Background: an optimization exercise with open tools, aiming at small area, a short achievable clock period and few clock cycles per item. Do not read the settings as production practice.
Where RTL was checked, it was by simulation tests only, not by an equivalence proof against the original.
The RTL of runs 1 to 3 was laid out without a check of its function.
Power is estimated from default activity; no workload was simulated.

==> flow/design.v <==
package wdd_pkg;
  localparam int ValueW           = 32;
  localparam int WindowKW         = 5;
  localparam int DefaultMaxWindow = 16;
  typedef struct packed {
    logic signed [ValueW-1:0] value;
    logic                     last_item;
  } wdd_in_t;
  typedef struct packed {
    logic match_now;
    logic found_so_far;
    logic array_done;
  } wdd_out_t;
endpackage
module wdd_cell (
  input  logic                              in_window_i,
  input  logic signed [wdd_pkg::ValueW-1:0] probe_i,
  input  logic signed [wdd_pkg::ValueW-1:0] value_i,
  output logic                              hit_o
);
  assign hit_o = in_window_i && (value_i == probe_i);
endmodule
module windowed_duplicate_detector
#(
  parameter int MAX_WINDOW = wdd_pkg::DefaultMaxWindow
) (
  input  logic                clk_i,
  input  logic                rst_ni,
  input  logic                in_valid_i,
  output logic                in_stall_o,
  input  wdd_pkg::wdd_in_t             in_data_i,
  output logic                out_valid_o,
  input  logic                out_stall_i,
  output wdd_pkg::wdd_out_t            out_data_o,
  input  logic                cfg_we_i,
  input  logic [wdd_pkg::WindowKW-1:0] cfg_wdata_i
);
  localparam int N     = MAX_WINDOW;
  localparam int CntW  = (N > 15) ? 5 : (N > 7) ? 4 : (N > 3) ? 3 : (N > 1) ? 2 : 1;
  localparam int QD    = 4;
  logic [N:0][wdd_pkg::ValueW-1:0] ring_q;
  logic [CntW-1:0]              fill_q, fill_d;
  logic [CntW-1:0]              phase_q, phase_d;
  logic [wdd_pkg::WindowKW-1:0] window_k_q, window_k_d;
  logic                         stall_q, stall_d;
  logic                         in_xfer;
  logic                         pvalid_q;
  logic                         plast_q;
  logic [CntW-1:0]              span_q, span_d;
  logic [N-1:0]                 in_window;
  logic [N-1:0]                 hit_vec;
  logic [N-1:0]                 hit_q;
  logic                         hlast_q;
  logic                         hvalid_q;
  logic                         seen_q;
  wdd_pkg::wdd_out_t            res;
  logic [QD-1:0][2:0]           q_data, q_data_d;
  logic [QD-1:0]                q_valid, q_valid_d;
  logic                         pop;
  assign in_stall_o = stall_q;
  assign in_xfer    = in_valid_i && !stall_q;
  always_ff @(posedge clk_i) begin
    ring_q[0] <= in_xfer ? in_data_i.value : ring_q[N];
    for (int j = 1; j <= N; j++) begin
      ring_q[j] <= ring_q[j-1];
    end
  end
  always_comb begin
    fill_d  = fill_q;
    phase_d = (phase_q == CntW'(N)) ? '0 : phase_q + CntW'(1);
    if (in_xfer) begin
      phase_d = '0;
      if (in_data_i.last_item) begin
        fill_d = '0;
      end else if (fill_q != CntW'(N)) begin
        fill_d = fill_q + CntW'(1);
      end
    end
  end
  assign span_d = (32'(fill_q) < 32'(window_k_q)) ? fill_q : CntW'(window_k_q);
  always_comb begin
    if (32'(cfg_wdata_i) > N) begin
      window_k_d = wdd_pkg::WindowKW'(N);
    end else begin
      window_k_d = cfg_wdata_i;
    end
  end
  always_ff @(posedge clk_i or negedge rst_ni) begin
    if (!rst_ni) begin
      window_k_q <= '0;
    end else if (cfg_we_i) begin
      window_k_q <= window_k_d;
    end
  end
  always_ff @(posedge clk_i or negedge rst_ni) begin
    if (!rst_ni) begin
      fill_q   <= '0;
      phase_q  <= '0;
      pvalid_q <= 1'b0;
      hvalid_q <= 1'b0;
    end else begin
      fill_q   <= fill_d;
      phase_q  <= phase_d;
      pvalid_q <= in_xfer;
      hvalid_q <= pvalid_q;
    end
  end
  always_ff @(posedge clk_i) begin
    span_q  <= span_d;
    plast_q <= in_data_i.last_item;
    hit_q   <= hit_vec;
    hlast_q <= plast_q;
  end
  for (genvar gi = 0; gi < N; gi++) begin : g_cell
    assign in_window[gi] = (CntW'(gi) < span_q);
    wdd_cell u_cell (
      .in_window_i(in_window[gi]),
      .probe_i    (ring_q[0]),
      .value_i    (ring_q[gi+1]),
      .hit_o      (hit_vec[gi])
    );
  end
  always_comb begin
    res.match_now    = |hit_q;
    res.found_so_far = seen_q || res.match_now;
    res.array_done   = hlast_q;
  end
  always_ff @(posedge clk_i or negedge rst_ni) begin
    if (!rst_ni) begin
      seen_q <= 1'b0;
    end else if (hvalid_q) begin
      seen_q <= hlast_q ? 1'b0 : res.found_so_far;
    end
  end
  assign pop = q_valid[0] && !out_stall_i;
  always_comb begin
    logic [QD-1:0] v_after;
    logic          placed;
    v_after = pop ? (q_valid >> 1) : q_valid;
    placed  = 1'b0;
    q_valid_d = v_after;
    for (int e = 0; e < QD; e++) begin
      q_data_d[e] = (pop && e < QD - 1) ? q_data[(e < QD - 1) ? e + 1 : e] : q_data[e];
      if (hvalid_q && !placed && !v_after[e]) begin
        q_data_d[e]  = res;
        q_valid_d[e] = 1'b1;
        placed       = 1'b1;
      end
    end
  end
  always_ff @(posedge clk_i or negedge rst_ni) begin
    if (!rst_ni) begin
      q_valid <= '0;
    end else begin
      q_valid <= q_valid_d;
    end
  end
  always_ff @(posedge clk_i) begin
    for (int e = 0; e < QD; e++) begin
      q_data[e] <= q_data_d[e];
    end
  end
  assign stall_d = q_valid_d[QD-1] ||
                   (q_valid_d[QD-2] && (in_xfer || pvalid_q)) ||
                   (q_valid_d[QD-3] && in_xfer && pvalid_q) ||
                   ((fill_d != '0) && (phase_d != '0));
  always_ff @(posedge clk_i or negedge rst_ni) begin
    if (!rst_ni) begin
      stall_q <= 1'b0;
    end else begin
      stall_q <= stall_d;
    end
  end
  assign out_valid_o = q_valid[0];
  assign out_data_o  = q_data[0];
endmodule
module wdd_top (
  input  logic        clk_i,
  input  logic        rst_ni,
  input  logic        in_valid_i,
  output logic        in_stall_o,
  input  logic [31:0] in_value_i,
  input  logic        in_last_i,
  output logic        out_valid_o,
  input  logic        out_stall_i,
  output logic        out_match_now_o,
  output logic        out_found_so_far_o,
  output logic        out_array_done_o,
  input  logic        cfg_we_i,
  input  logic [4:0]  cfg_wdata_i
);
  wdd_pkg::wdd_in_t  in_data;
  wdd_pkg::wdd_out_t out_data;
  assign in_data.value     = in_value_i;
  assign in_data.last_item = in_last_i;
  windowed_duplicate_detector u_wdd (
    .clk_i(clk_i), .rst_ni(rst_ni),
    .in_valid_i(in_valid_i), .in_stall_o(in_stall_o), .in_data_i(in_data),
    .out_valid_o(out_valid_o), .out_stall_i(out_stall_i), .out_data_o(out_data),
    .cfg_we_i(cfg_we_i), .cfg_wdata_i(cfg_wdata_i)
  );
  assign out_match_now_o    = out_data.match_now;
  assign out_found_so_far_o = out_data.found_so_far;
  assign out_array_done_o   = out_data.array_done;
endmodule
==> flow/run.sh <==
#!/bin/bash
# synth_recipe.tcl (not shown) runs the flow's synth.tcl, then flattens the netlist and writes it again
# the make line also repeats each setting of config.mk as NAME=value (left out here)
make -C /OpenROAD-flow-scripts/flow DESIGN_CONFIG=/design/flow/config.mk WORK_HOME=/design/flow/orfs CLKGATE_MAP_FILE= SYNTH_SCRIPT=/design/flow/synth_recipe.tcl finish
==> flow/config.mk <==
export PLATFORM = sky130hd
export DESIGN_NAME = wdd_top
export DESIGN_NICKNAME = wdd_top
export VERILOG_FILES = /design/flow/design.v
export SDC_FILE = /design/flow/constraint.sdc
export NUM_CORES = 4
export LEC_CHECK = 0
export CAP_MARGIN = 20
export CORE_MARGIN = 2
export CORE_UTILIZATION = 40
export SETUP_SLACK_MARGIN = 2.0
export SLEW_MARGIN = 20
==> flow/constraint.sdc <==
create_clock -name core_clock -period 4.0 [get_ports {clk_i}]
set_input_delay 0.8000 -clock core_clock [delete_from_list [all_inputs] [get_ports {clk_i}]]
set_output_delay 0.8000 -clock core_clock [all_outputs]
set_load 0.01 [all_outputs]
==> run notes, run 1 <==
Hold Violations, Final=0; 1st-iter DRT viols=602; Mapped Avg Cell Area=11.9 sq um; Final min period=between 1.5 and 2 ns; max-slew violations=0; leak pwr=10.5 nW; design area=0.0234 sq mm; share of power burned in registers=0.467; Yosys top cell area share=0.573; initial core utilization=0.405; r2r endpoint=u_wdd.hit_q[8]; Fin Setup TNS=0 ns; TritonCTS Sinks=602; port bufs=47; HP Class=input pin to asynchronous set/reset pin; clock skew=0.0264 ns; Die Wd=~230 um; switch share=0.282; run status=complete, no violations; XOR/XNOR Fraction of Synth Area=0.228; vias post-DR=11321; worst ir drop on vdd=around 480 uV; Area after DPL=between 0.02 and 0.025 sq mm; Top FF cell, synth=dfxtp_1; sequential fraction of the synthesis area=0.620; Worst R2R Path Depth=5; CTS tree=built; CP required=4.52 ns; initial antenna violation count=2; Congestion Overflow GR=0; CP Capture Type=register; routed length per placed instance=approximately 20 um; DRC=0; Total Routing Usage GR=0.186; critical path class=register to register; clock share of power=0.359; CTS Buf Count=between 50 and 60; die area=0.0513 sq mm; die outline height=~230 um; register area=0.0124 sq mm; count leader, synth=dfxtp_1; core area=0.0490 sq mm; post-synthesis async set-or-reset flop share=0.0382; internal reg-to-reg setup slack=2.03 ns; Root Driver=clkbuf_16; Power Density=698 mW/mm^2; H-tree depth=2; drt pass-1 iters=5; Net count, final=~1800; Rows=81; Psw=0.00461 W; vias in the first global route=11637; reg-to-reg startpoint=u_wdd.ring_q[6]; Multi-input gate area=approximately 0.0072 sq mm; Antenna diodes=0; DR vias/cell=4.65; synthesized area=about 0.02 sq mm; slew of the pin with the lowest slew margin=approximately 0.66 ns; largest area contributor in the netlist=dfxtp_1; RSZ-0062 raised after global routing=true; layout cells sized above 1=0.120; ANT nets after route=0; clock-pin slew on the worst setup and hold paths=0.06 ns; gpl congestion=0.896; compound-gate portion of the synthesized area=0.0224; Yosys cell types=51; area share of fa/ha/maj cells after synthesis=0.00505; leading cell types by count after synthesis=567 x dfxtp_1, 306 x xor2_1, 209 x xnor2_1; Post-synth EDFFs=12; final setup violation count=0; worst path arrival time=2.49 ns; Pint=0.0117 W; Max Cap Viol=0; mux cell area share after synthesis=0.00619; Syn. warnings=1; FILL cells=4395; Gate power share=0.174; Cells after Synth=1659; IO Pins=48; Longest Clk Path Bufs=3; pin count of the biggest net entering global routing=38; Area contributors post-synth=dfxtp_1 57%, xor2_1 14%, xnor2_1 9.2%; area grow syn2layout=18.1%; synthesis-stage register bit count=602; CP max FO=11; Clk Latency, worst-skew pair=0.62 ns; syn_nets=1710; first-pass GRT wire length=69800 um; period utilization=0.494; CP Launch Type=register; Slew HR=0.561; largest family of logic cells by synthesized area=XOR/XNOR gates; Synth Area in Simple Gates=0.0943; Worst setup startpoint=u_wdd.ring_q[6]; HPWL Detailed=36600 um; Max Clock Freq=506 MHz; DRT Wirelength=47400 um
power groups by stage:
| stage | sequential [W] | combinational (W) | clock, W |
|---|---|---|---|
| 6_report | 0.00763 | 0.00283 | 0.00586 |
| 5_1_grt | 0.00773 | 0.00305 | 0.00618 |
| 4_1_cts | 0.00762 | 0.00278 | 0.00594 |
| 3_5_place_dp | 0.00774 | 0.00265 | 0 |
| 3_3_place_gp | 0.00772 | 0.00263 | 0 |
| 2_1_floorplan | 0.00743 | 0.00186 | 0 |
layer usage:
metal | vias up | GRT usage | part of all wire
li1 | 5638 | - | -
met1 | 5364 | 0.227 | 0.44
met2 | 226 | 0.324 | 0.49
met3 | 93 | 0.0248 | 0.034
met4 | 0 | 0.0855 | 0.042
met5 | - | 0 | 0
registers in the layout, summed over array words and instances (netlist names):
signal            count
u_wdd.fill_q          5
u_wdd.hit_q          16
u_wdd.hlast_q         1
u_wdd.hvalid_q        1
u_wdd.phase_q         5
u_wdd.plast_q         1
u_wdd.pvalid_q        1
u_wdd.q_data         12
u_wdd.q_valid         4
u_wdd.ring_q        544
u_wdd.seen_q          1
u_wdd.span_q          5
u_wdd.stall_q         1
u_wdd.window_k_q      5
how the worst max path moves through the flow:
stage                      endpoint  slack [ns]  depth (start not counted)
global route         u_wdd.hit_q[4]        1.95                          6
CTS                  u_wdd.hit_q[0]        1.82                          5
floorplan           u_wdd.q_data[3]        2.00                          5
detailed placement   u_wdd.hit_q[0]        1.25                          5
global placement     u_wdd.hit_q[0]        1.18                          4
finish               u_wdd.hit_q[8]        2.03                          5
area by class of cell:
cell class                      count  share of cell area
Sequential cell                   602               0.529
Multi-Input combinational cell    954               0.308
Clock inverter                     21              0.0132
Clock buffer                       88              0.0764
Tap cell                          664              0.0355
Inverter                           16             0.00257
Timing Repair Buffer               92              0.0354
placed cells by master, fill, tap and decap left out, drive strengths merged, types with 30 or more instances in the layout:
| cell | count |
|---|---|
| xnor2 | 209 |
| xor2 | 306 |
| clkdlybuf4s50 | 40 |
| buf | 51 |
| nand4 | 69 |
| nand2 | 115 |
| clkbuf | 88 |
| dfxtp | 567 |
| nand3 | 30 |
| nor4 | 93 |
critical path, cell delays in order, from the launching register on:
cell and delay, ns:
dfxtp_2 0.42, xnor2_1 0.49, nand4_1 0.24, nor4_1 0.34, nand2_1 0.10, nor4_1 0.30
kinds of logic (layout without fill, tap and decap cells):
logic type | count (synthesis) | count (layout)
compound gates | 67 | 67
fa+ha+maj | 8 | 8
xor+xnor | 515 | 515
mux | 11 | 11
simple gates | 353 | 353
buf+inv | 103 | 217
flops | 602 | 602
timing repair:
item                       CTS  global route
setup endpoints to repair   29            24
resized for setup           62            49
buffers inserted             4             0
pin swaps                    4             2
hold buffers                 0             0
cloned                       0             0
per-stage QoR:
step                      power, W  std cells   util  setup WS (ns)  hold slack [ns]
after floorplan            0.00929       1659      -           2.00            0.310
after global placement      0.0103       2324  0.429           1.18            0.350
after detailed placement    0.0104       2324  0.429           1.25            0.340
after CTS                   0.0163       2437  0.474           1.82            0.340
after global routing        0.0170       2437  0.478           1.95            0.185
final                       0.0163       2437  0.478           2.03            0.162
==> run 2, diff against run 1 <==
--- a/flow/config.mk
+++ b/flow/config.mk
@@ -8,5 +8,5 @@
 export CAP_MARGIN = 20
 export CORE_MARGIN = 2
 export CORE_UTILIZATION = 40
-export SETUP_SLACK_MARGIN = 2.0
+export SETUP_SLACK_MARGIN = 2.5
 export SLEW_MARGIN = 20
==> run 2 against run 1 <==
Net effect:
- worst hold slack gained 0.017 ns
- synthesized cell count is the same
- register-to-register slack gained 0.10 ns
- critical endpoint is now in_stall_o
- clock skew shrank 0.00098 ns
- critical path type is now register to primary output
- largest power group unchanged
- highest routed layer unchanged
- still clean
- sequential cell count is the same
==> run notes, run 2 <==
die area=between 0.05 and 0.06 sq mm; slew of the pin with the lowest slew margin=0.728 ns; CP Launch Type=register; Hold Violations, Final=0; Syn. warnings=1; Power Density=657 mW/mm^2; Max Clock Freq=511 MHz; run status=complete, no violations; switch share=0.296; clock skew=0.0254 ns; CTS Buf Count=58; Pint=0.0117 W; CP max FO=3; Finished Layout Cells=2544; Cells after Synth=about 1700; share of power burned in registers=0.459; initial core utilization=0.405; sequential fraction of the synthesis area=0.620; critical path class=register to primary output; Antenna diodes=0; Yosys top cell area share=0.573; routed length per placed instance=20.2 um; Mapped Avg Cell Area=11.9 sq um; clock-pin slew on the worst setup and hold paths=0.06 ns; HPWL Detailed=36600 um; leading cell types by count after synthesis=567 x dfxtp_1, 306 x xor2_1, 209 x xnor2_1; Final min period=~2.0 ns; Psw=0.00492 W; vias post-DR=11948; die outline height=around 230 um; FILL cells=4213; Net count, final=around 1900; Post-synth EDFFs=12; RSZ-0062 raised after global routing=true; largest area contributor in the netlist=dfxtp_1; Rows=81; initial antenna violation count=0; hold_buf cts=0; first-pass GRT wire length=74900 um; final setup violation count=0; worst path arrival time=1.16 ns; area grow syn2layout=27.9%; count leader, synth=dfxtp_1; crit path cell chain=buf_6; vias in the first global route=12296; gpl congestion=0.919; Longest Clk Path Bufs=3; Max Cap Viol=0; HP Class=input pin to asynchronous set/reset pin; TritonCTS Sinks=around 600; Die Wd=between 200 and 250 um; pin count of the biggest net entering global routing=46; 1st-iter DRT viols=around 580; DRT Wirelength=roughly 50000 um; synthesized area=0.0198 sq mm; design area=0.0253 sq mm; leak pwr=11.3 nW; core area=0.0490 sq mm; IO Pins=between 40 and 50; CTS tree=built; Area contributors post-synth=dfxtp_1 57%, xor2_1 14%, xnor2_1 9.2%; Top FF cell, synth=dfxtp_1; Congestion Overflow GR=0; cell count after placement=2323; Critical path buffers and inverters=1; max reg flops=about 540; Fin Setup TNS=0 ns; port bufs=47; worst ir drop on vdd=330 uV; DR vias/cell=4.70; Slew HR=0.513; ANT nets after route=0; Slowest-stage cell, CP=dfrtp_2; DRC=0; Area after DPL=approximately 0.021 sq mm; layout cells sized above 1=0.234; Total Routing Usage GR=0.200; period utilization=0.489; CP peak stage delay=0.42 ns; Largest regs=u_wdd.ring_q: 544 flops, u_wdd.hit_q: 16 flops, u_wdd.q_data: 12 flops; register name with the most flops=u_wdd.ring_q; Root Driver=clkbuf_16; WHS=0.179 ns; clock share of power=0.317; drt pass-1 iters=5; commonest cells after routing, fill and taps aside=533 x dfxtp_1, 298 x xor2_1, 167 x xnor2_1, 115 x nand2_1, 91 x buf_4; CP Capture Type=primary output; syn_nets=about 1700; CP required=3.20 ns; Clk Latency, worst-skew pair=around 0.62 ns; post-synthesis async set-or-reset flop share=0.0382; cell family with most CP delay=flip-flops; commonest non-fill, non-tap cell in the layout=dfxtp_1; Gate power share=0.223; H-tree depth=2; Yosys cell types=between 50 and 60; synthesis-stage register bit count=602; max-slew violations=0
-- run 2: cell count changes in the layout (fill, tap and decap cells not counted), moves of 7 or more --
| cell | previous run | this run |
|---|---|---|
| buf_4 | 38 | 91 |
| xnor2_1 | 207 | 167 |
| nor4_1 | 79 | 40 |
| nor4_2 | 13 | 49 |
| xnor2_2 | 2 | 36 |
| buf_6 | 4 | 36 |
| buf_12 | 2 | 21 |
| buf_8 | 1 | 9 |
| dfxtp_4 | 20 | 27 |
| xor2_1 | 305 | 298 |
-- run 2: metrics by stage --
step                total power (W)  setup slack, ns   util
global placement             0.0103             1.29  0.430
floorplan                   0.00934             2.06      -
finish                       0.0166             2.04  0.518
global route                 0.0173             2.00  0.518
CTS                          0.0164             2.03  0.501
detailed placement           0.0104             1.36  0.430
-- run 2: worst reg2reg max path, cell delays in order, from the launching register on --
cell and delay [ns]:
dfxtp_2 0.33, buf_12 0.15, xor2_1 0.19, nor4_2 0.35
nand4_1 0.12, or4_1 0.48, nor4_2 0.14
-- run 2: logic make-up (layout without fill, tap and decap cells) --
| group | count (synthesis) | count (layout) | share of synthesized area |
|---|---|---|---|
| DFF | 602 | 602 | 0.620 |
| muxes | 11 | 11 | 0.00619 |
| adders and majority gates | 8 | 8 | 0.00505 |
| xor gates and xnor gates | 515 | 515 | 0.228 |
| AOI/OAI and AO/OA | 67 | 68 | 0.0224 |
| and+or+nand+nor | 353 | 355 | 0.0943 |
| buffers and inverters | 103 | 321 | 0.0240 |
-- run 2: repair_timing --
| item | 4_1_cts | 5_1_grt |
|---|---|---|
| pin swaps | 78 | 46 |
| setup buffers | 76 | 39 |
| cloned | 2 | 2 |
| endpoints found under the setup margin | 106 | 80 |
| resized for setup | 250 | 83 |
-- run 2: layout make-up --
class	count	area, sq um	area share
Clock buffer	84	1690	0.0667
Clock inverter	18	145	0.00573
Inverter	16	60.1	0.00237
Multi-Input combinational cell	957	8110	0.320
Sequential cell	602	12400	0.490
Tap cell	664	831	0.0328
Timing Repair Buffer	203	2100	0.0828
-- run 2: worst paths after layout --
| check | from | end | slack (ns) | cells past startpoint |
|---|---|---|---|---|
| worst max-delay path | u_wdd.stall_q | in_stall_o | 2.04 | 1 |
| worst min-delay path | rst_ni | u_wdd.window_k_q[2] | 0.18 | 1 |
| worst max register to register | u_wdd.ring_q[26] | u_wdd.hit_q[7] | 2.13 | 6 |
| worst min register to register | u_wdd.plast_q | u_wdd.hlast_q | 0.33 | 0 |
| max in group asynchronous | rst_ni | u_wdd.fill_q[3] | 3.40 | 1 |
| min in group core_clock | u_wdd.plast_q | u_wdd.hlast_q | 0.33 | 0 |
-- run 2: metal layers --
metal  GRT usage  routed length [um]
met3      0.0320                1890
met4      0.0804                1980
met1       0.250               22500
met2       0.345               25200
met5           0                   0
-- run 2: power by group through the flow --
stage / Combinational, W / Clock [W] / Sequential (W)
4_1_cts: 0.00343 / 0.00536 / 0.00761
6_report: 0.00372 / 0.00528 / 0.00764
3_5_place_dp: 0.00264 / 0 / 0.00775
5_1_grt: 0.00395 / 0.00563 / 0.00774
3_3_place_gp: 0.00260 / 0 / 0.00773
2_1_floorplan: 0.00191 / 0 / 0.00743
==> run 3, diff against run 2 <==
--- a/flow/config.mk
+++ b/flow/config.mk
@@ -7,6 +7,7 @@
 export LEC_CHECK = 0
 export CAP_MARGIN = 20
 export CORE_MARGIN = 2
-export CORE_UTILIZATION = 40
-export SETUP_SLACK_MARGIN = 2.5
+export CORE_UTILIZATION = 65
+export PLACE_DENSITY = 0.75
+export SETUP_SLACK_MARGIN = 2.0
 export SLEW_MARGIN = 20
==> run 3 against run 2 <==
Net effect:
- die area fell by 38%
- fmax down 2.0%
- clock power shrank 4.9%
- global-route usage grew 8.5 points
- synthesized area did not move
- first-iteration DRC count rose by 45%
- combinational power decreased by 24%
- count of clock-buffer cells in the layout shrank 1
- via count down 2.9%
- sequential power about the same
- clock skew fell by 0.015 ns
- critical path depth is 5 higher
- critical path type is now register to register
- highest routed layer unchanged
==> run notes, run 3 <==
pin count of the biggest net entering global routing=38; synthesized area=between 0.015 and 0.02 sq mm; CP Capture Type=register; count leader, synth=dfxtp_1; Area contributors post-synth=dfxtp_1 57%, xor2_1 14%, xnor2_1 9.2%; IO Pins=between 40 and 50; Yosys cell types=between 50 and 60; H-tree depth=2; Max Clock Freq=501 MHz; layout cells sized above 1=0.116; max-slew violations=0; gpl congestion=between 0.9 and 1; Rows=63; Antenna diodes=0; Die Wd=179 um; DRT Wirelength=44800 um; CP max FO=9; Yosys top cell area share=0.573; Cells after Synth=roughly 1700; initial core utilization=0.665; DR vias/cell=approximately 5.3; Fin Setup TNS=0 ns; clock-pin slew on the worst setup and hold paths=0.06 ns; Slew HR=0.233; leak pwr=10.3 nW; Critical path buffers and inverters=1; Gate power share=0.182; sequential fraction of the synthesis area=0.620; first-pass GRT wire length=66100 um; CP Launch Type=register; register name with the most flops=u_wdd.ring_q; core area=0.0298 sq mm; critical path class=register to register; worst setup margin=2.00 ns; crit path cell chain=buf_12, xor2_4, nor4_4, nand4_1, or4_4, nor4_4; routed length per placed instance=20.6 um; Largest regs=u_wdd.ring_q: 544 flops, u_wdd.hit_q: 16 flops, u_wdd.q_data: 12 flops; Pint=0.0110 W; area grow syn2layout=14.9%; leading cell types by count after synthesis=567 x dfxtp_1, 306 x xor2_1, 209 x xnor2_1; post-synthesis async set-or-reset flop share=0.0382; commonest cells after routing, fill and taps aside=539 x dfxtp_1, 304 x xor2_1, 207 x xnor2_1, 115 x nand2_1, 80 x nor4_1; TritonCTS Sinks=602; Psw=0.00447 W; Hold Violations, Final=0; r2r endpoint=u_wdd.hit_q[7]; Final min period=about 2 ns; HPWL Detailed=33700 um; Total Routing Usage GR=0.285; Post-synth EDFFs=12; CP peak stage delay=0.51 ns; Mapped Avg Cell Area=11.9 sq um; Syn. warnings=1; worst path arrival time=~2.5 ns; hold_buf cts=0; 1st-iter DRT viols=836; port bufs=47; die area=0.0319 sq mm; Crit path top cell by count=nor4_4; worst ir drop on vdd=485 uV; RSZ-0062 raised after global routing=true; Clk Latency, worst-skew pair=0.57 ns; drt pass-1 iters=8; clock share of power=0.325; vias post-DR=11602; Root Driver=clkbuf_16; run status=complete, no violations; die outline height=179 um; WHS=0.215 ns; Worst R2R Path Depth=6; commonest non-fill, non-tap cell in the layout=dfxtp_1; clock skew=0.0102 ns; synthesis-stage register bit count=602; fin util=0.764; largest area contributor in the netlist=dfxtp_1; vias in the first global route=roughly 12000; reg-to-reg startpoint=u_wdd.ring_q[11]; Overall Power=0.0155 W; period utilization=0.499; final setup violation count=0; max reg flops=544; share of power burned in registers=0.494; cell family with most CP delay=simple AND/OR/NAND/NOR gates; HP Class=input pin to asynchronous set/reset pin; Longest Clk Path Bufs=3; Top FF cell, synth=dfxtp_1; Max Cap Viol=0; ANT nets after route=0; dpl ws=1.37 ns; CTS tree=built; FILL cells=between 1500 and 2000; Net count, final=1783; CP required=4.48 ns; Power Density=~680 mW/mm^2; slew of the pin with the lowest slew margin=1.14 ns; Slowest-stage cell, CP=or4_4; DRC=0; internal reg-to-reg setup slack=2.00 ns; initial antenna violation count=1; CTS Buf Count=between 50 and 60; syn_nets=roughly 1700; Congestion Overflow GR=0; switch share=0.289
-- run 3: changes by cell type in the layout (fill, tap and decap cells not counted), moves of 9 or more --
cell | previous run | this run
buf_4 | 91 | 46
nor4_1 | 40 | 80
xnor2_1 | 167 | 207
nor4_2 | 49 | 11
xnor2_2 | 36 | 2
buf_6 | 36 | 6
buf_12 | 21 | 3
dfxtp_4 | 27 | 15
buf_8 | 9 | 0
-- run 3: final cells by class --
class                   count  area [sq um]  share of cell area
flip-flops and latches    602         12400               0.543
multi-input cells         954          7180               0.316
clock buffers              83          1600              0.0701
repair buffers            102           912              0.0401
well taps                 390           488              0.0214
clock inverters            22           160             0.00704
inverters                  16          60.1             0.00264
-- run 3: kinds of logic (layout without fill, tap and decap cells) --
kind of cell	Yosys count	count (layout)	synth area share
flip-flops	602	602	0.620
XOR/XNOR	515	515	0.228
AND/OR/NAND/NOR	353	353	0.0943
buffers and inverters	103	223	0.0240
AO/OA/AOI/OAI	67	67	0.0224
multiplexers	11	11	0.00619
adder cells (fa/ha/maj)	8	8	0.00505
-- run 3: power by group through the flow --
stage,logic (W),clock network (W),registers (W)
finish,0.00281,0.00502,0.00764
global route,0.00300,0.00532,0.00773
CTS,0.00272,0.00507,0.00761
detailed placement,0.00259,0,0.00773
global placement,0.00255,0,0.00769
floorplan,0.00186,0,0.00743
-- run 3: metal layers --
metal / vias up / share of wire / GRT usage
met4: 0 / 0.071 / 0.191
met5: - / 0 / 0
met1: 5482 / 0.40 / 0.322
li1: 5665 / - / -
met3: 135 / 0.037 / 0.0405
met2: 320 / 0.49 / 0.498
-- run 3: what timing repair did --
item | in CTS | in global routing
endpoints found under the setup margin | 28 | 19
buffers inserted | 3 | 15
hold endpoints to repair | 0 | 0
gates resized for setup | 52 | 43
gates cloned | 0 | 0
pin swaps | 3 | 8
-- run 3: worst register-to-register path, cell delays in order (launching register included) --
cell and delay (ns):
dfxtp_2 0.32, buf_12 0.14, xor2_4 0.19, nor4_4 0.34
nand4_1 0.13, or4_4 0.51, nor4_4 0.29
-- run 3: worst max-delay path by stage --
stage | startpoint | to | slack, ns | cells past startpoint
floorplan | out_stall_i | u_wdd.q_data[3] | 2.00 | 5
global placement | out_stall_i | u_wdd.q_data[8] | 1.43 | 5
detailed placement | out_stall_i | u_wdd.q_data[8] | 1.37 | 5
CTS | u_wdd.q_valid[0] | out_valid_o | 1.94 | 1
global route | u_wdd.ring_q[11] | u_wdd.hit_q[7] | 1.93 | 6
finish | u_wdd.ring_q[11] | u_wdd.hit_q[7] | 2.00 | 6
-- run 3: metrics by stage --
step                std cells  instance area (sq um)
finish                   2169                  22800
global route             2169                  22800
CTS                      2154                  22500
detailed placement       2046                  20600
global placement         2046                  20600
floorplan                1659                  19800
==> run 4, diff against run 3 <==
--- a/flow/design.v
+++ b/flow/design.v
@@ -36,20 +36,21 @@
   input  logic [wdd_pkg::WindowKW-1:0] cfg_wdata_i
 );
   localparam int N     = MAX_WINDOW;
+  localparam int PhW   = (N > 16) ? 5 : (N > 8) ? 4 : (N > 4) ? 3 : (N > 2) ? 2 : 1;
   localparam int CntW  = (N > 15) ? 5 : (N > 7) ? 4 : (N > 3) ? 3 : (N > 1) ? 2 : 1;
-  localparam int QD    = 4;
-  logic [N:0][wdd_pkg::ValueW-1:0] ring_q;
+  localparam int NGrp  = (N % 4 == 0) ? 4 : 1;
+  localparam int GrpSz = N / NGrp;
+  localparam int QD    = 3;
+  logic [N-1:0][wdd_pkg::ValueW-1:0] ring_q;
   logic [CntW-1:0]              fill_q, fill_d;
-  logic [CntW-1:0]              phase_q, phase_d;
+  logic [PhW-1:0]               phase_q, phase_d;
   logic [wdd_pkg::WindowKW-1:0] window_k_q, window_k_d;
   logic                         stall_q, stall_d;
   logic                         in_xfer;
-  logic                         pvalid_q;
-  logic                         plast_q;
-  logic [CntW-1:0]              span_q, span_d;
   logic [N-1:0]                 in_window;
   logic [N-1:0]                 hit_vec;
-  logic [N-1:0]                 hit_q;
+  logic [NGrp-1:0]              grp_hit;
+  logic [NGrp-1:0]              hit_q;
   logic                         hlast_q;
   logic                         hvalid_q;
   logic                         seen_q;
@@ -60,14 +61,26 @@
   assign in_stall_o = stall_q;
   assign in_xfer    = in_valid_i && !stall_q;
   always_ff @(posedge clk_i) begin
-    ring_q[0] <= in_xfer ? in_data_i.value : ring_q[N];
-    for (int j = 1; j <= N; j++) begin
+    ring_q[0] <= in_xfer ? in_data_i.value : ring_q[N-1];
+    for (int j = 1; j < N; j++) begin
       ring_q[j] <= ring_q[j-1];
     end
   end
+  for (genvar gi = 0; gi < N; gi++) begin : g_cell
+    assign in_window[gi] = (CntW'(gi) < fill_q) && (32'(gi) < 32'(window_k_q));
+    wdd_cell u_cell (
+      .in_window_i(in_window[gi]),
+      .probe_i    (in_data_i.value),
+      .value_i    (ring_q[gi]),
+      .hit_o      (hit_vec[gi])
+    );
+  end
+  for (genvar gg = 0; gg < NGrp; gg++) begin : g_grp
+    assign grp_hit[gg] = |hit_vec[gg*GrpSz +: GrpSz];
+  end
   always_comb begin
     fill_d  = fill_q;
-    phase_d = (phase_q == CntW'(N)) ? '0 : phase_q + CntW'(1);
+    phase_d = (phase_q == PhW'(N - 1)) ? '0 : phase_q + PhW'(1);
     if (in_xfer) begin
       phase_d = '0;
       if (in_data_i.last_item) begin
@@ -77,7 +90,6 @@
       end
     end
   end
-  assign span_d = (32'(fill_q) < 32'(window_k_q)) ? fill_q : CntW'(window_k_q);
   always_comb begin
     if (32'(cfg_wdata_i) > N) begin
       window_k_d = wdd_pkg::WindowKW'(N);
@@ -96,29 +108,16 @@
     if (!rst_ni) begin
       fill_q   <= '0;
       phase_q  <= '0;
-      pvalid_q <= 1'b0;
       hvalid_q <= 1'b0;
     end else begin
       fill_q   <= fill_d;
       phase_q  <= phase_d;
-      pvalid_q <= in_xfer;
-      hvalid_q <= pvalid_q;
+      hvalid_q <= in_xfer;
     end
   end
   always_ff @(posedge clk_i) begin
-    span_q  <= span_d;
-    plast_q <= in_data_i.last_item;
-    hit_q   <= hit_vec;
-    hlast_q <= plast_q;
-  end
-  for (genvar gi = 0; gi < N; gi++) begin : g_cell
-    assign in_window[gi] = (CntW'(gi) < span_q);
-    wdd_cell u_cell (
-      .in_window_i(in_window[gi]),
-      .probe_i    (ring_q[0]),
-      .value_i    (ring_q[gi+1]),
-      .hit_o      (hit_vec[gi])
-    );
+    hit_q   <= grp_hit;
+    hlast_q <= in_data_i.last_item;
   end
   always_comb begin
     res.match_now    = |hit_q;
@@ -160,9 +159,7 @@
       q_data[e] <= q_data_d[e];
     end
   end
-  assign stall_d = q_valid_d[QD-1] ||
-                   (q_valid_d[QD-2] && (in_xfer || pvalid_q)) ||
-                   (q_valid_d[QD-3] && in_xfer && pvalid_q) ||
+  assign stall_d = q_valid_d[QD-1] || (q_valid_d[QD-2] && in_xfer) ||
                    ((fill_d != '0) && (phase_d != '0));
   always_ff @(posedge clk_i or negedge rst_ni) begin
     if (!rst_ni) begin
--- a/flow/config.mk
+++ b/flow/config.mk
@@ -7,7 +7,6 @@
 export LEC_CHECK = 0
 export CAP_MARGIN = 20
 export CORE_MARGIN = 2
-export CORE_UTILIZATION = 65
-export PLACE_DENSITY = 0.75
-export SETUP_SLACK_MARGIN = 2.0
+export CORE_UTILIZATION = 40
+export SETUP_SLACK_MARGIN = 2.5
 export SLEW_MARGIN = 20
==> run 4 against run 3 <==
Net effect:
- still clean
- synthesized area decreased by 5.9%
- synthesized cell count down 6.8%
- sequential cell count is 56 lower
- via count increased by 2.4%
- utilization shrank 24 points
- die area increased by 52%
- non-clock buffer count rose by 79
- largest power group unchanged
==> run notes, run 4 <==
CTS Buf Count=53; crit path cell chain=buf_2; RSZ-0062 raised after global routing=true; Critical path buffers and inverters=1; IO Pins=48; Longest Clk Path Bufs=3; HPWL Detailed=43200 um; area share of fa/ha/maj cells after synthesis=0.00201; Root Driver=clkbuf_16; CP required=3.20 ns; leak pwr=9.80 nW; DR vias/cell=around 5.1; Power Density=768 mW/mm^2; critical path class=register to primary output; Hold Violations, Final=0; TritonCTS Sinks=between 500 and 600; Rows=79; layout cells sized above 1=0.264; CP Launch Type=register; synthesis-stage register bit count=546; CP max FO=1; FILL cells=a little under 4000; Congestion Overflow GR=0; Slowest-stage cell, CP=edfxtp_1; initial antenna violation count=1; Top Metal Used=met4; Largest regs=u_wdd.ring_q: 512 flops, u_wdd.q_data: 9 flops; CP Capture Type=primary output; Final min period=about 2.0 ns; period utilization=0.499; sequential fraction of the synthesis area=0.597; worst ir drop on vdd=between 400 and 500 uV; worst path arrival time=1.20 ns; clock skew=0.0263 ns; synthesized area=0.0186 sq mm; H-tree depth=2; cell family with most CP delay=flip-flops; CP peak stage delay=0.44 ns; core area=0.0463 sq mm; mux cell area share after synthesis=0.00537; syn_nets=1592; vias post-DR=~12000; commonest non-fill, non-tap cell in the layout=dfxtp_1; Top FF cell, synth=dfxtp_1; clock-pin slew on the worst setup and hold paths=0.06 ns; Syn. warnings=1; Total Routing Usage GR=0.254; Cells after Synth=approximately 1500; drt pass-1 iters=5; Fin Setup TNS=0 ns; leading cell types by count after synthesis=517 x dfxtp_1, 364 x xor2_1, 150 x xnor2_1; largest family of logic cells by synthesized area=XOR/XNOR gates; Slew HR=0.390; XOR/XNOR Fraction of Synth Area=0.242; Post-synth EDFFs=9; first-pass GRT wire length=~86000 um; initial core utilization=0.403; Max Clock Freq=501 MHz; largest area contributor in the netlist=dfxtp_1; routed length per placed instance=26.2 um; Net count, final=approximately 1700; Yosys top cell area share=0.555; count leader, synth=dfxtp_1; slew of the pin with the lowest slew margin=~0.91 ns; CTS tree=built; commonest cells after routing, fill and taps aside=515 x dfxtp_1, 313 x xor2_1, 117 x xnor2_1, 111 x nand2_1, 90 x buf_4; HP Class=input pin to asynchronous set/reset pin; 1st-iter DRT viols=901; metal3 WL=approximately 3500 um; ANT nets after route=0; vias in the first global route=between 10000 and 15000; Yosys cell types=52; Die Wd=~220 um; max-slew violations=0; register area=around 0.011 sq mm; post-synthesis async set-or-reset flop share=0.0366; Overall Power=0.0185 W; Clk Latency, worst-skew pair=0.61 ns; max reg flops=512; final setup violation count=0; Mapped Avg Cell Area=12.1 sq um; run status=complete, no violations; die area=0.0483 sq mm; Area contributors post-synth=dfxtp_1 56%, xor2_1 17%, xnor2_1 7.0%; Antenna diodes=0; DRT Wirelength=61400 um; wl on met1=25200 um; Synth Area in Simple Gates=0.0957; DRC=0; Multi-input gate area=0.00828 sq mm; compound-gate portion of the synthesized area=0.0176; area grow syn2layout=29.0%; WHS=roughly 0.34 ns; die outline height=220 um; gpl congestion=0.958; port bufs=47; hold_buf cts=0; register name with the most flops=u_wdd.ring_q; Max Cap Viol=0; pin count of the biggest net entering global routing=33; met2 WL=~29000 um
run 4: cell count changes in the layout (fill, tap and decap cells not counted), sizes merged, moves of 9 or more:
cell | previous run | this run
buf | 58 | 163
xnor2 | 209 | 150
xor2 | 306 | 364
dfxtp | 567 | 517
clkdlybuf4s50 | 40 | 6
nand3 | 30 | 15
nand4 | 69 | 56
o21ai | 19 | 10
run 4: metrics by stage:
step	util	setup WS [ns]	cell area (sq um)	instances
floorplan	-	2.01	19100	1546
global placement	0.425	0.688	19700	2177
detailed placement	0.425	0.663	19700	2177
CTS	0.511	2.01	23600	2336
global route	0.520	2.00	24000	2347
finish	0.520	2.00	24000	2347
run 4: where the power goes:
part / total [W] / switching [W] / internal (W)
logic: 0.00408 / 0.00219 / 0.00189
registers: 0.00939 / 0.00188 / 0.00751
clock network: 0.00498 / 0.00211 / 0.00287
run 4: path summary, 6_finish.rpt:
path | start | to | slack (ns) | cells past startpoint
max | u_wdd.q_data[0] | out_array_done_o | 2.00 | 1
min | rst_ni | u_wdd.window_k_q[1] | 0.34 | 1
max reg2reg | u_wdd.fill_q[3] | u_wdd.hit_q[1] | 2.18 | 5
min reg2reg | u_wdd.ring_q[36] | u_wdd.ring_q[68] | 0.36 | 0
max in group asynchronous | rst_ni | u_wdd.fill_q[3] | 3.00 | 1
min in group core_clock | u_wdd.ring_q[36] | u_wdd.ring_q[68] | 0.36 | 0
run 4: per-layer routing:
layer	GRT usage	vias to the layer above
met2	0.415	452
met1	0.323	5908
met4	0.144	0
met3	0.0366	138
li1	-	5385
met5	0	-
run 4: cells by family after synthesis:
logic type,after synthesis
AND/OR/NAND/NOR,337
flip-flops,546
multiplexers,9
XOR/XNOR,514
AO/OA/AOI/OAI,46
buffers and inverters,91
adder cells (fa/ha/maj),3
run 4: final cells by class:
type,count,share of cell area
Clock buffer,78,0.0662
Clock inverter,16,0.00593
Inverter,10,0.00177
Multi-Input combinational cell,909,0.345
Sequential cell,546,0.463
Tap cell,607,0.0316
Timing Repair Buffer,181,0.0866
run 4: what timing repair did:
action	CTS	global route
hold endpoints to repair	0	0
gates cloned	9	0
endpoints found under the setup margin	65	32
gates resized for setup	464	71
pin swaps	79	35
setup buffers	56	11
Testbench counts of run 4, summed over its fixed seeds: cycles 16,795, items 16,384.
==> run 5, diff against run 4 <==
--- a/flow/config.mk
+++ b/flow/config.mk
@@ -8,5 +8,5 @@
 export CAP_MARGIN = 20
 export CORE_MARGIN = 2
 export CORE_UTILIZATION = 40
-export SETUP_SLACK_MARGIN = 2.5
+export SETUP_SLACK_MARGIN = 2.0
 export SLEW_MARGIN = 20
==> run 5 against run 4 <==
Net effect:
- still clean
- critical path depth is 6 higher
- worst setup slack worse by 0.046 ns
- sequential share of layout area is 2.5 points higher
==> run notes, run 5 <==
run status=complete, no violations; commonest non-fill, non-tap cell in the layout=dfxtp_1; Die Wd=220 um; count leader, synth=dfxtp_1; IO Pins=48; vias post-DR=between 10000 and 15000; core area=0.0463 sq mm; Max Cap Viol=0; worst ir drop on vdd=475 uV; post-synthesis async set-or-reset flop share=0.0366; dpl ws=about 0.66 ns; 1st-iter DRT viols=1074; worst path arrival time=roughly 2.5 ns; routed length per placed instance=26.5 um; register name with the most flops=u_wdd.ring_q; syn_nets=1592; TritonCTS Sinks=around 550; period utilization=0.510; H-tree depth=2; worst setup margin=approximately 2.0 ns; CTS Buf Count=53; Antenna diodes=0; drt pass-1 iters=5; Clk Latency, worst-skew pair=0.60 ns; layout cells sized above 1=0.180; Net count, final=approximately 1700; die outline height=220 um; die area=around 0.048 sq mm; Power Density=779 mW/mm^2; Yosys cell types=52; final setup violation count=0; Congestion Overflow GR=0; Rows=roughly 80; RSZ-0062 raised after global routing=false; initial antenna violation count=0; DR vias/cell=just over 5; DRC=0; synthesis-stage register bit count=546; Post-synth EDFFs=9; design area=0.0228 sq mm; pin count of the biggest net entering global routing=34; CP peak stage delay=roughly 0.47 ns; critical path class=input pin to register; CP Capture Type=register; commonest cells after routing, fill and taps aside=517 x dfxtp_1, 345 x xor2_1, 150 x xnor2_1, 116 x nand2_1, 58 x nor4_1; Final min period=2.04 ns; Fin Setup TNS=0 ns; Root Driver=clkbuf_16; Top FF cell, synth=dfxtp_1; Critical path buffers and inverters=2; vias in the first global route=11898; Cells after Synth=1546; CTS tree=built; max reg flops=512; area grow syn2layout=22.2%; Hold Violations, Final=0; clock-pin slew on the worst setup and hold paths=approximately 0.060 ns; Area contributors post-synth=dfxtp_1 56%, xor2_1 17%, xnor2_1 7.0%; clock skew=roughly 0.013 ns; Slew HR=0.388; CP required=4.46 ns; FILL cells=4067; crit path cell chain=clkdlybuf4s15_1, bufbuf_16, xor2_1, nor4_2, nand2_1, nor4_4, or4_1; first-pass GRT wire length=85600 um; max-slew violations=0; Area after DPL=around 0.020 sq mm; gpl congestion=0.926; fin util=0.493; Total Routing Usage GR=0.254; Mapped Avg Cell Area=~12 sq um; CP Launch Type=input pin; Yosys top cell area share=0.555; ANT nets after route=0; DRT Wirelength=61500 um; slew of the pin with the lowest slew margin=0.915 ns; HP Class=register to register; initial core utilization=0.403; Largest regs=u_wdd.ring_q: 512 flops, u_wdd.q_data: 9 flops; synthesized area=~0.019 sq mm; HPWL Detailed=42600 um; Syn. warnings=1; Longest Clk Path Bufs=3; leak pwr=9.36 nW; largest area contributor in the netlist=dfxtp_1; port bufs=47; CP max FO=7; cell family with most CP delay=simple AND/OR/NAND/NOR gates; leading cell types by count after synthesis=517 x dfxtp_1, 364 x xor2_1, 150 x xnor2_1; WHS=0.359 ns; Max Clock Freq=490 MHz; Slowest-stage cell, CP=or4_1; sequential fraction of the synthesis area=0.597
[run 5: cell counts after synthesis]
Identical to the previous run, type by type.
[run 5: final timing paths]
check	startpoint	end	slack, ns	depth (start not counted)
hold / removal	u_wdd.ring_q[342]	u_wdd.ring_q[374]	0.36	0
hold reg to reg	u_wdd.ring_q[342]	u_wdd.ring_q[374]	0.36	0
min in group asynchronous	rst_ni	u_wdd.window_k_q[0]	0.72	1
setup / recovery	in_value_i[28]	u_wdd.hit_q[3]	1.96	7
setup reg to reg	u_wdd.fill_q[3]	u_wdd.hit_q[2]	1.99	5
max in group asynchronous	rst_ni	u_wdd.fill_q[1]	2.65	1
[run 5: layer usage]
layer  wire, um  track usage  vias to the layer above
li1           -            -                     5356
met1      26100        0.327                     5834
met2      28900        0.418                      435
met3       3800       0.0476                      120
met4       2720        0.105                        0
met5          0            0                        -
[run 5: cell type report]
cell class                      count  area, sq um  area share
Timing Repair Buffer              151         1800      0.0788
Multi-Input combinational cell    909         7260       0.319
Clock inverter                     16          214     0.00939
Sequential cell                   546        11100       0.489
Inverter                           10         43.8     0.00192
Clock buffer                       82         1580      0.0691
Tap cell                          607          759      0.0333
[run 5: kinds of logic (layout without fill, tap and decap cells)]
logic type / after synthesis / in the layout / synth area share
buffers and inverters: 91 / 259 / 0.0410
and+or+nand+nor: 337 / 337 / 0.0957
muxes: 9 / 9 / 0.00537
adders and majority gates: 3 / 3 / 0.00201
AOI/OAI and AO/OA: 46 / 46 / 0.0176
DFF: 546 / 546 / 0.597
xor gates and xnor gates: 514 / 514 / 0.242
[run 5: metrics by stage]
step | cells | power (W)
CTS | 2317 | 0.0176
floorplan | 1546 | 0.0107
detailed placement | 2177 | 0.0122
global route | 2321 | 0.0184
finish | 2321 | 0.0178
global placement | 2177 | 0.0122
[run 5: timing repair]
item | 4_1_cts | 5_1_grt
endpoints found under the setup margin | 33 | 5
pin swaps | 19 | 20
setup buffers | 34 | 3
resized for setup | 207 | 70
hold buffers | 0 | 0
gates cloned | 8 | 1
[run 5: where the power goes]
group	internal, W	switching (W)
registers	0.00751	0.00185
clock network	0.00303	0.00212
logic	0.00152	0.00173
total	0.0121	0.00571
==> run 6, diff against run 5 <==
--- a/flow/config.mk
+++ b/flow/config.mk
@@ -7,6 +7,7 @@
 export LEC_CHECK = 0
 export CAP_MARGIN = 20
 export CORE_MARGIN = 2
-export CORE_UTILIZATION = 40
+export CORE_UTILIZATION = 65
+export PLACE_DENSITY = 0.75
 export SETUP_SLACK_MARGIN = 2.0
 export SLEW_MARGIN = 20
==> run 6 against run 5 <==
Net effect:
- critical endpoint is now u_wdd.stall_q
- worst hold slack worse by 0.0067 ns
- still clean
- sequential cell count stayed put
- final cell count is 10% lower
- first-iteration DRC count is 45% higher
- total power is 0.66% lower
- routed wire length is 1.9% lower
- register-to-register slack worse by 0.06 ns
- sequential power hardly changed
- synthesized cell count stayed put
- sequential share of layout area is 0.79 points higher
==> run notes, run 6 <==
Hold Violations, Final=0; commonest non-fill, non-tap cell in the layout=dfxtp_1; max reg flops=512; Yosys cell types=between 50 and 60; routed length per placed instance=between 20 and 30 um; core area=0.0280 sq mm; area grow syn2layout=20.3%; CP Capture Type=register; Die Wd=173 um; DRT Wirelength=60300 um; Yosys top cell area share=0.555; slew of the pin with the lowest slew margin=0.865 ns; critical path class=register to register; Cells after Synth=1546; Longest Clk Path Bufs=3; register name with the most flops=u_wdd.ring_q; worst path arrival time=about 2.5 ns; Total Routing Usage GR=0.389; die area=0.0300 sq mm; Root Driver=clkbuf_16; H-tree depth=2; Final min period=between 2 and 2.5 ns; register area=around 0.011 sq mm; Power Density=787 mW/mm^2; Mapped Avg Cell Area=12.1 sq um; vias post-DR=12462; met2 WL=26200 um; DR vias/cell=5.97; CP max FO=3; Largest regs=u_wdd.ring_q: 512 flops, u_wdd.q_data: 9 flops; layout cells sized above 1=0.184; ANT nets after route=0; clock-pin slew on the worst setup and hold paths=0.06 ns; gpl congestion=between 0.9 and 1; Overall Power=approximately 0.018 W; Top Metal Used=met4; worst ir drop on vdd=572 uV; initial antenna violation count=0; Max Clock Freq=482 MHz; Max Cap Viol=0; metal3 WL=6120 um; wl on met1=23100 um; port bufs=47; leading cell types by count after synthesis=517 x dfxtp_1, 364 x xor2_1, 150 x xnor2_1; TritonCTS Sinks=546; synthesized area=0.0186 sq mm; largest area contributor in the netlist=dfxtp_1; Top FF cell, synth=dfxtp_1; vias in the first global route=12560; max-slew violations=0; first-pass GRT wire length=83500 um; die outline height=173 um; CTS Buf Count=51; 1st-iter DRT viols=1562; worst setup margin=1.93 ns; Post-synth EDFFs=9; drt pass-1 iters=5; post-synthesis async set-or-reset flop share=0.0366; fin util=0.800; Multi-input gate area=0.00731 sq mm; count leader, synth=dfxtp_1; Clk Latency, worst-skew pair=0.57 ns; Slew HR=0.421; CP required=4.41 ns; syn_nets=~1600; Area after DPL=roughly 0.019 sq mm; Syn. warnings=1; Rows=61; pin count of the biggest net entering global routing=33; synthesis-stage register bit count=546; design area=0.0224 sq mm; DRC=0; HPWL Detailed=approximately 39000 um; RSZ-0062 raised after global routing=true; Area contributors post-synth=dfxtp_1 56%, xor2_1 17%, xnor2_1 7.0%; initial core utilization=0.665; Congestion Overflow GR=0; leak pwr=9.33 nW; period utilization=0.518; IO Pins=48; dpl ws=0.651 ns; clock skew=0.0185 ns; sequential fraction of the synthesis area=0.597; final setup violation count=0; commonest cells after routing, fill and taps aside=517 x dfxtp_1, 349 x xor2_1, 147 x xnor2_1, 116 x nand2_1, 62 x buf_4; Net count, final=1717; HP Class=register to register; Fin Setup TNS=0 ns; run status=complete, no violations; CTS tree=built; CP Launch Type=register; FILL cells=1683
## run 6: cell counts after synthesis
Identical to the previous run, type by type.
## run 6: final timing paths
| kind | startpoint | end | slack, ns | depth (start not counted) |
|---|---|---|---|---|
| max | u_wdd.fill_q[0] | u_wdd.stall_q | 1.93 | 7 |
| min | u_wdd.ring_q[235] | u_wdd.ring_q[267] | 0.35 | 0 |
| max reg2reg | u_wdd.fill_q[0] | u_wdd.stall_q | 1.93 | 7 |
| min reg2reg | u_wdd.ring_q[235] | u_wdd.ring_q[267] | 0.35 | 0 |
| max in group asynchronous | rst_ni | u_wdd.fill_q[1] | 2.67 | 1 |
| min in group asynchronous | rst_ni | u_wdd.window_k_q[0] | 0.73 | 1 |
## run 6: report_power, final
part	switching, W	internal [W]
Clock	0.00205	0.00284
Sequential	0.00187	0.00751
Combinational	0.00183	0.00154
Total	0.00575	0.0119
## run 6: cell type report
class                           count  share of cell area
Inverter                           10             0.00201
Clock buffer                       70              0.0660
Clock inverter                     22             0.00949
Sequential cell                   546               0.497
Antenna cell                        1            0.000112
Tap cell                          378              0.0211
Timing Repair Buffer              153              0.0785
Multi-Input combinational cell    909               0.326
## run 6: cells by family (layout without fill, tap and decap cells)
logic type / count (synthesis) / count (layout) / synth area share
other: 0 / 1 / 0
xor gates and xnor gates: 514 / 514 / 0.242
AOI/OAI and AO/OA: 46 / 46 / 0.0176
adders and majority gates: 3 / 3 / 0.00201
and+or+nand+nor: 337 / 337 / 0.0957
DFF: 546 / 546 / 0.597
buffers and inverters: 91 / 255 / 0.0410
muxes: 9 / 9 / 0.00537
## run 6: per-layer routing
| layer | vias to the layer above | global-route usage |
|---|---|---|
| met5 | - | 0 |
| li1 | 5355 | - |
| met4 | 0 | 0.269 |
| met1 | 6092 | 0.482 |
| met2 | 769 | 0.589 |
| met3 | 246 | 0.109 |
## run 6: worst max-delay path, stage by stage, from the launching register on
cell	delay, ns
dfrtp_2	0.42
clkinvlp_4	0.12
ha_1	0.22
nor4bb_4	0.16
a21oi_1	0.29
mux2i_1	0.17
nor4_2	0.35
o221ai_1	0.20
## run 6: repair_timing
action                                  4_1_cts  5_1_grt
pin swaps                                    10       19
hold endpoints to repair                      0        0
resized for setup                           198       91
hold buffers                                  0        0
endpoints found under the setup margin       11        6
setup buffers                                31       16
cloned                                       10        2
## run 6: stage by stage
step           hold WS [ns]  cells
4_1_cts               0.354   2070
5_1_grt               0.365   2088
6_report              0.352   2089
3_3_place_gp          0.351   1937
2_1_floorplan         0.349   1546
3_5_place_dp          0.354   1937
==> run 7, diff against run 6 <==
--- a/flow/design.v
+++ b/flow/design.v
@@ -38,7 +38,7 @@
   localparam int N     = MAX_WINDOW;
   localparam int PhW   = (N > 16) ? 5 : (N > 8) ? 4 : (N > 4) ? 3 : (N > 2) ? 2 : 1;
   localparam int CntW  = (N > 15) ? 5 : (N > 7) ? 4 : (N > 3) ? 3 : (N > 1) ? 2 : 1;
-  localparam int NGrp  = (N % 4 == 0) ? 4 : 1;
+  localparam int NGrp  = N;
   localparam int GrpSz = N / NGrp;
   localparam int QD    = 3;
   logic [N-1:0][wdd_pkg::ValueW-1:0] ring_q;
--- a/flow/config.mk
+++ b/flow/config.mk
@@ -7,7 +7,8 @@
 export LEC_CHECK = 0
 export CAP_MARGIN = 20
 export CORE_MARGIN = 2
-export CORE_UTILIZATION = 65
-export PLACE_DENSITY = 0.75
+export CORE_UTILIZATION = 40
+export CTS_CLUSTER_DIAMETER = 80
+export CTS_CLUSTER_SIZE = 25
 export SETUP_SLACK_MARGIN = 2.0
 export SLEW_MARGIN = 20
==> run 7 against run 6 <==
Net effect:
- via count is 5.7% lower
- still clean on timing, DRC and antenna
- fmax is 0.63% lower
- sequential share of layout area is 3.1 points higher
- largest cell class unchanged
- global-route usage is 14 points lower
- worst setup slack worse by 0.013 ns
- critical endpoint unchanged
- worst hold slack better by 0.0054 ns
==> run notes, run 7 <==
Longest Clk Path Bufs=3; vias in the first global route=11950; hold-critical path depth=0; CP Capture Type=register; Slew HR=0.277; compound-gate portion of the synthesized area=0.0191; crit path cell chain=inv_2, ha_4, and4bb_1, nor4_1, a221o_1, or4_4, a221o_1; largest area contributor in the netlist=dfxtp_1; gpl congestion=about 0.92; Crit path top cell by count=a221o_1; CP required=4.47 ns; mux cell area share after synthesis=0.00480; Max Cap Viol=0; CP peak stage delay=0.43 ns; IO Pins=48; sequential fraction of the synthesis area=0.614; CP Launch Type=register; WHS=between 0.3 and 0.4 ns; Fin Setup TNS=0 ns; largest family of logic cells by synthesized area=XOR/XNOR gates; critical path capture point=u_wdd.stall_q; initial core utilization=0.407; DR vias/cell=~5.2; FILL cells=4202; Worst setup startpoint=u_wdd.fill_q[0]; Largest regs=u_wdd.ring_q: 512 flops, u_wdd.hit_q: 16 flops, u_wdd.q_data: 9 flops; run status=complete, no violations; critical path class=register to register; 1st-iter DRT viols=1212; initial antenna violation count=1; Max Clock Freq=479 MHz; Slowest-stage cell, CP=dfrtp_2; CP max FO=3; drt pass-1 iters=8; period utilization=0.522; area grow syn2layout=16.4%; internal reg-to-reg setup slack=between 1.5 and 2 ns; core area=0.0455 sq mm; DRT Wirelength=just over 60000 um; commonest cells after routing, fill and taps aside=528 x dfxtp_1, 357 x xor2_1, 153 x xnor2_1, 108 x nand2_1, 83 x nor4_1; Yosys cell types=49; count leader, synth=dfxtp_1; worst path arrival time=approximately 2.6 ns; max reg flops=between 500 and 600; Worst R2R Path Depth=7; register name with the most flops=u_wdd.ring_q; syn_nets=approximately 1600; Mapped Avg Cell Area=11.8 sq um; leak pwr=8.74 nW; Yosys top cell area share=0.572; area share of fa/ha/maj cells after synthesis=0.00203; clock-pin slew on the worst setup and hold paths=0.10 ns; CTS Buf Count=28; Top FF cell, synth=dfxtp_1; Congestion Overflow GR=0; Net count, final=1710; ANT nets after route=0; first-pass GRT wire length=84800 um; cell count after placement=roughly 2200; clock skew=between 0.03 and 0.04 ns; Power Density=approximately 700 mW/mm^2; HP Class=register to register; leading cell types by count after synthesis=529 x dfxtp_1, 360 x xor2_1, 154 x xnor2_1; register area=0.0114 sq mm; Clk Latency, worst-skew pair=slightly above 0.6 ns; TritonCTS Sinks=558; Antenna diodes=0; DRC=0; Multi-input gate area=approximately 0.007 sq mm; hold_buf cts=0; HPWL Detailed=43700 um; Rows=78; Cells after Synth=about 1600; die outline height=219 um; reg-to-reg startpoint=u_wdd.fill_q[0]; Synth Area in Simple Gates=0.0953; pin count of the biggest net entering global routing=35; slew of the pin with the lowest slew margin=1.08 ns; commonest non-fill, non-tap cell in the layout=dfxtp_1; Total Routing Usage GR=0.251; r2r endpoint=u_wdd.stall_q; Die Wd=219 um; routed length per placed instance=26.7 um; port bufs=47; post-synthesis async set-or-reset flop share=0.0358; max-slew violations=0; die area=0.0480 sq mm; worst ir drop on vdd=320 uV; RSZ-0062 raised after global routing=true; synthesis-stage register bit count=558; Syn. warnings=1; H-tree depth=1; Final min period=2.09 ns; Finished Layout Cells=about 2300; Post-synth EDFFs=9; vias post-DR=~12000; synthesized area=0.0185 sq mm; final setup violation count=0; layout cells sized above 1=0.139; Area contributors post-synth=dfxtp_1 57%, xor2_1 17%, xnor2_1 7.3%; CTS tree=built; XOR/XNOR Fraction of Synth Area=0.243; Hold Violations, Final=0; Root Driver=clkbuf_16
run 7: cell types whose count changed in the layout (fill, tap and decap cells not counted), sizes merged, moves of 5 or more:
cell,change
clkbuf,-41
o21ai,+7
inv,+8
bufbuf,-9
nand2,-8
nand3,-6
dfxtp,+12
nor4,+8
clkinv,-13
dlygate4sd2,+5
run 7: how the worst min path moves through the flow:
stage / to / from / slack [ns]
global route: u_wdd.ring_q[420] / u_wdd.ring_q[388] / 0.36
CTS: u_wdd.ring_q[420] / u_wdd.ring_q[388] / 0.34
finish: u_wdd.ring_q[420] / u_wdd.ring_q[388] / 0.36
detailed placement: u_wdd.ring_q[403] / u_wdd.ring_q[371] / 0.35
global placement: u_wdd.ring_q[141] / u_wdd.ring_q[109] / 0.35
floorplan: u_wdd.ring_q[101] / u_wdd.ring_q[69] / 0.35
run 7: repair_timing:
| item | in CTS | in global routing |
|---|---|---|
| resized for setup | 141 | 54 |
| setup endpoints to repair | 34 | 17 |
| setup buffers | 28 | 18 |
| gates cloned | 3 | 1 |
| pin swaps | 9 | 12 |
run 7: through the flow:
step | worst slack (ns) | cell area, sq um | utilization | total power (W)
final | 1.91 | 21500 | 0.474 | 0.0152
after floorplan | 1.81 | 18700 | - | 0.0101
after CTS | 1.92 | 21300 | 0.468 | 0.0150
after global routing | 1.85 | 21500 | 0.474 | 0.0157
after detailed placement | 0.781 | 19800 | 0.436 | 0.0115
after global placement | 0.803 | 19800 | 0.436 | 0.0115
run 7: worst max-delay path: cells and delay by family, from the launching register on:
| family | cells | cell delay, ns |
|---|---|---|
| and+or+nand+nor | 3 | 0.72 |
| adders and majority gates | 1 | 0.14 |
| AOI/OAI and AO/OA | 2 | 0.60 |
| buffers and inverters | 1 | 0.09 |
| DFF | 1 | 0.43 |
run 7: kinds of logic (layout without fill, tap and decap cells):
logic type	Yosys count	after routing
flip-flops	558	558
buffers and inverters	95	208
AND/OR/NAND/NOR	330	333
XOR/XNOR	514	514
adder cells (fa/ha/maj)	3	3
multiplexers	8	8
AO/OA/AOI/OAI	55	55
run 7: where the power goes:
| part | internal (W) | switching, W | leakage, nW |
|---|---|---|---|
| Combinational | 0.00133 | 0.00152 | 3.60 |
| Sequential | 0.00732 | 0.00164 | 4.70 |
| Clock | 0.00150 | 0.00185 | 0.437 |
run 7: cell type report:
type	count	share of cell area
multi-input combinational	913	0.328
timing repair buffer	151	0.0659
clock inverter	12	0.00668
inverter	12	0.00221
tap	600	0.0348
sequential	558	0.528
clock buffer	33	0.0348
run 7: per-layer routing:
layer  global-route usage  routed length [um]
met5                    0                   0
met4               0.0973                2770
met3               0.0513                4420
met2                0.400               27300
met1                0.334               26200
Testbench counts of run 7, summed over its fixed seeds: cycles 16,795, items 16,384.
==> run 8, diff against run 7 <==
==> flow/config.mk (replaced) <==
export PLATFORM = sky130hd
export DESIGN_NAME = wdd_top
export DESIGN_NICKNAME = wdd_top
export VERILOG_FILES = /design/flow/design.v
export SDC_FILE = /design/flow/constraint.sdc
export NUM_CORES = 4
export LEC_CHECK = 0
export ABC_CLOCK_PERIOD_IN_PS = 1200
export CAP_MARGIN = 20
export CORE_MARGIN = 2
export CORE_UTILIZATION = 40
export CTS_CLUSTER_DIAMETER = 90
export CTS_CLUSTER_SIZE = 30
export SETUP_SLACK_MARGIN = 2.0
export SLEW_MARGIN = 20
==> run 8 against run 7 <==
Net effect:
- sequential cell count unchanged
- critical path depth unchanged
- synthesized area unchanged
- die area unchanged
- critical endpoint unchanged
==> run notes, run 8 <==
commonest non-fill, non-tap cell in the layout=dfxtp_1; Clk Latency, worst-skew pair=0.61 ns; dpl ws=0.781 ns; synthesis-stage register bit count=around 560; FILL cells=4210; die area=0.0480 sq mm; syn_nets=1609; clock-pin slew on the worst setup and hold paths=0.11 ns; initial core utilization=0.407; DRT Wirelength=60500 um; Yosys cell types=49; 1st-iter DRT viols=1206; Cells after Synth=1563; clock skew=0.0362 ns; largest area contributor in the netlist=dfxtp_1; max reg flops=512; slew of the pin with the lowest slew margin=1.03 ns; leak pwr=8.67 nW; H-tree depth=1; count leader, synth=dfxtp_1; Crit path top cell by count=a221o_1; HP Class=register to register; layout cells sized above 1=0.135; final setup violation count=0; CTS tree=built; worst ir drop on vdd=330 uV; max-slew violations=0; vias post-DR=11667; Root Driver=clkbuf_16; Power Density=slightly below 700 mW/mm^2; CP max FO=3; CP Launch Type=register; Pint=0.00982 W; area grow syn2layout=15.6%; run status=complete, no violations; Finished Layout Cells=2271; post-synthesis async set-or-reset flop share=0.0358; Congestion Overflow GR=0; Largest regs=u_wdd.ring_q: 512 flops, u_wdd.hit_q: 16 flops, u_wdd.q_data: 9 flops; Hold Violations, Final=0; routed length per placed instance=26.6 um; CP peak stage delay=0.44 ns; TritonCTS Sinks=roughly 560; IO Pins=48; Max Clock Freq=480 MHz; Multi-input gate area=0.00705 sq mm; pin count of the biggest net entering global routing=35; cell count after placement=2184; Yosys top cell area share=0.572; leading cell types by count after synthesis=529 x dfxtp_1, 360 x xor2_1, 154 x xnor2_1; Post-synth EDFFs=9; Net count, final=1710; crit path cell chain=inv_2, ha_4, and4bb_1, nor4_1, a221o_1, or4_4, a221o_1; die outline height=219 um; Critical path buffers and inverters=1; ANT nets after route=0; sequential fraction of the synthesis area=0.614; Psw=0.00492 W; core area=0.0455 sq mm; Area contributors post-synth=dfxtp_1 57%, xor2_1 17%, xnor2_1 7.3%; RSZ-0062 raised after global routing=true; Total Routing Usage GR=0.251; Top FF cell, synth=dfxtp_1; DR vias/cell=5.14; register name with the most flops=u_wdd.ring_q; vias in the first global route=11948; CTS Buf Count=23; Max Cap Viol=0; clock share of power=0.199; Syn. warnings=1; gpl congestion=0.922; Final min period=2.08 ns; critical path class=register to register; share of power burned in registers=0.607; period utilization=0.521; Mapped Avg Cell Area=11.8 sq um; worst setup margin=1.92 ns; first-pass GRT wire length=84700 um; Die Wd=219 um; synthesized area=0.0185 sq mm; drt pass-1 iters=6; Gate power share=0.193; Rows=78; port bufs=47; switch share=0.334; initial antenna violation count=1; CP required=4.46 ns; Slew HR=0.309; cell family with most CP delay=simple AND/OR/NAND/NOR gates; CP Capture Type=register; Slowest-stage cell, CP=dfrtp_2; Fin Setup TNS=0 ns; WHS=0.358 ns; fin util=0.470; commonest cells after routing, fill and taps aside=529 x dfxtp_1, 358 x xor2_1, 153 x xnor2_1, 108 x nand2_1, 83 x nor4_1; Longest Clk Path Bufs=3; DRC=0; register area=0.0114 sq mm; HPWL Detailed=~44000 um; worst path arrival time=about 2.5 ns
-- run 8: cell types whose count changed in the layout (fill, tap and decap cells not counted), moves of 2 or more --
cell / delta
clkinvlp_4: -2
buf_2: -3
clkbuf_2: +2
clkbuf_16: -6
clkbuf_8: -2
clkinv_2: -2
buf_4: +5
-- run 8: area by class of cell --
type | instances | area share
Clock inverter | 6 | 0.00462
Multi-Input combinational cell | 913 | 0.330
Sequential cell | 558 | 0.532
Inverter | 12 | 0.00222
Antenna cell | 1 | 0.000117
Clock buffer | 25 | 0.0277
Timing Repair Buffer | 156 | 0.0688
Tap cell | 600 | 0.0351
-- run 8: per-stage QoR --
stage	cell area, sq um	power (W)
5_1_grt	21400	0.0153
3_5_place_dp	19800	0.0115
4_1_cts	21100	0.0146
2_1_floorplan	18700	0.0101
3_3_place_gp	19800	0.0115
6_report	21400	0.0147
-- run 8: kinds of logic (layout without fill, tap and decap cells) --
group           Yosys count  in the layout  share of synthesized area
other cells               0              1                          0
fa+ha+maj                 3              3                    0.00203
mux                       8              8                    0.00480
simple gates            330            333                     0.0953
flops                   558            558                      0.614
buf+inv                  95            199                     0.0215
compound gates           55             55                     0.0191
xor+xnor                514            514                      0.243
-- run 8: timing repair --
action	CTS	global route
gates cloned	4	0
gates resized for setup	136	55
pin swaps	9	6
endpoints found under the setup margin	41	20
hold buffers	0	0
buffers inserted	28	23
-- run 8: per-layer routing --
metal  vias to the layer above  track usage  routed length, um
met5                         -            0                  0
met4                         0        0.118               3260
met3                       150       0.0563               4740
met2                       500        0.393              26900
met1                      5682        0.330              25600
li1                       5335            -                  -
-- run 8: final timing paths --
| path | start | end | slack, ns | cells past startpoint |
|---|---|---|---|---|
| max reg2reg | u_wdd.fill_q[0] | u_wdd.stall_q | 1.92 | 7 |
| min in group asynchronous | rst_ni | u_wdd.window_k_q[3] | 0.71 | 1 |
| min reg2reg | u_wdd.ring_q[103] | u_wdd.ring_q[135] | 0.36 | 0 |
| max | u_wdd.fill_q[0] | u_wdd.stall_q | 1.92 | 7 |
| min | u_wdd.ring_q[103] | u_wdd.ring_q[135] | 0.36 | 0 |
| max in group asynchronous | rst_ni | u_wdd.fill_q[4] | 2.65 | 1 |
-- run 8: power by group through the flow --
stage                     clock [W]  combinational, W  sequential (W)
after floorplan                   0           0.00186         0.00827
after global placement            0           0.00248         0.00903
after detailed placement          0           0.00248         0.00903
after CTS                   0.00296           0.00274         0.00890
after global routing        0.00316           0.00308         0.00906
final                       0.00294           0.00285         0.00895

Check on run 8: ideal ports give 1.917 ns setup slack; a clkbuf_16 on the clock port and buf_2 on the inputs give 1.918 ns; moving port delays by the midpoint clock arrival (0.646 ns) as well gives 1.323 ns.
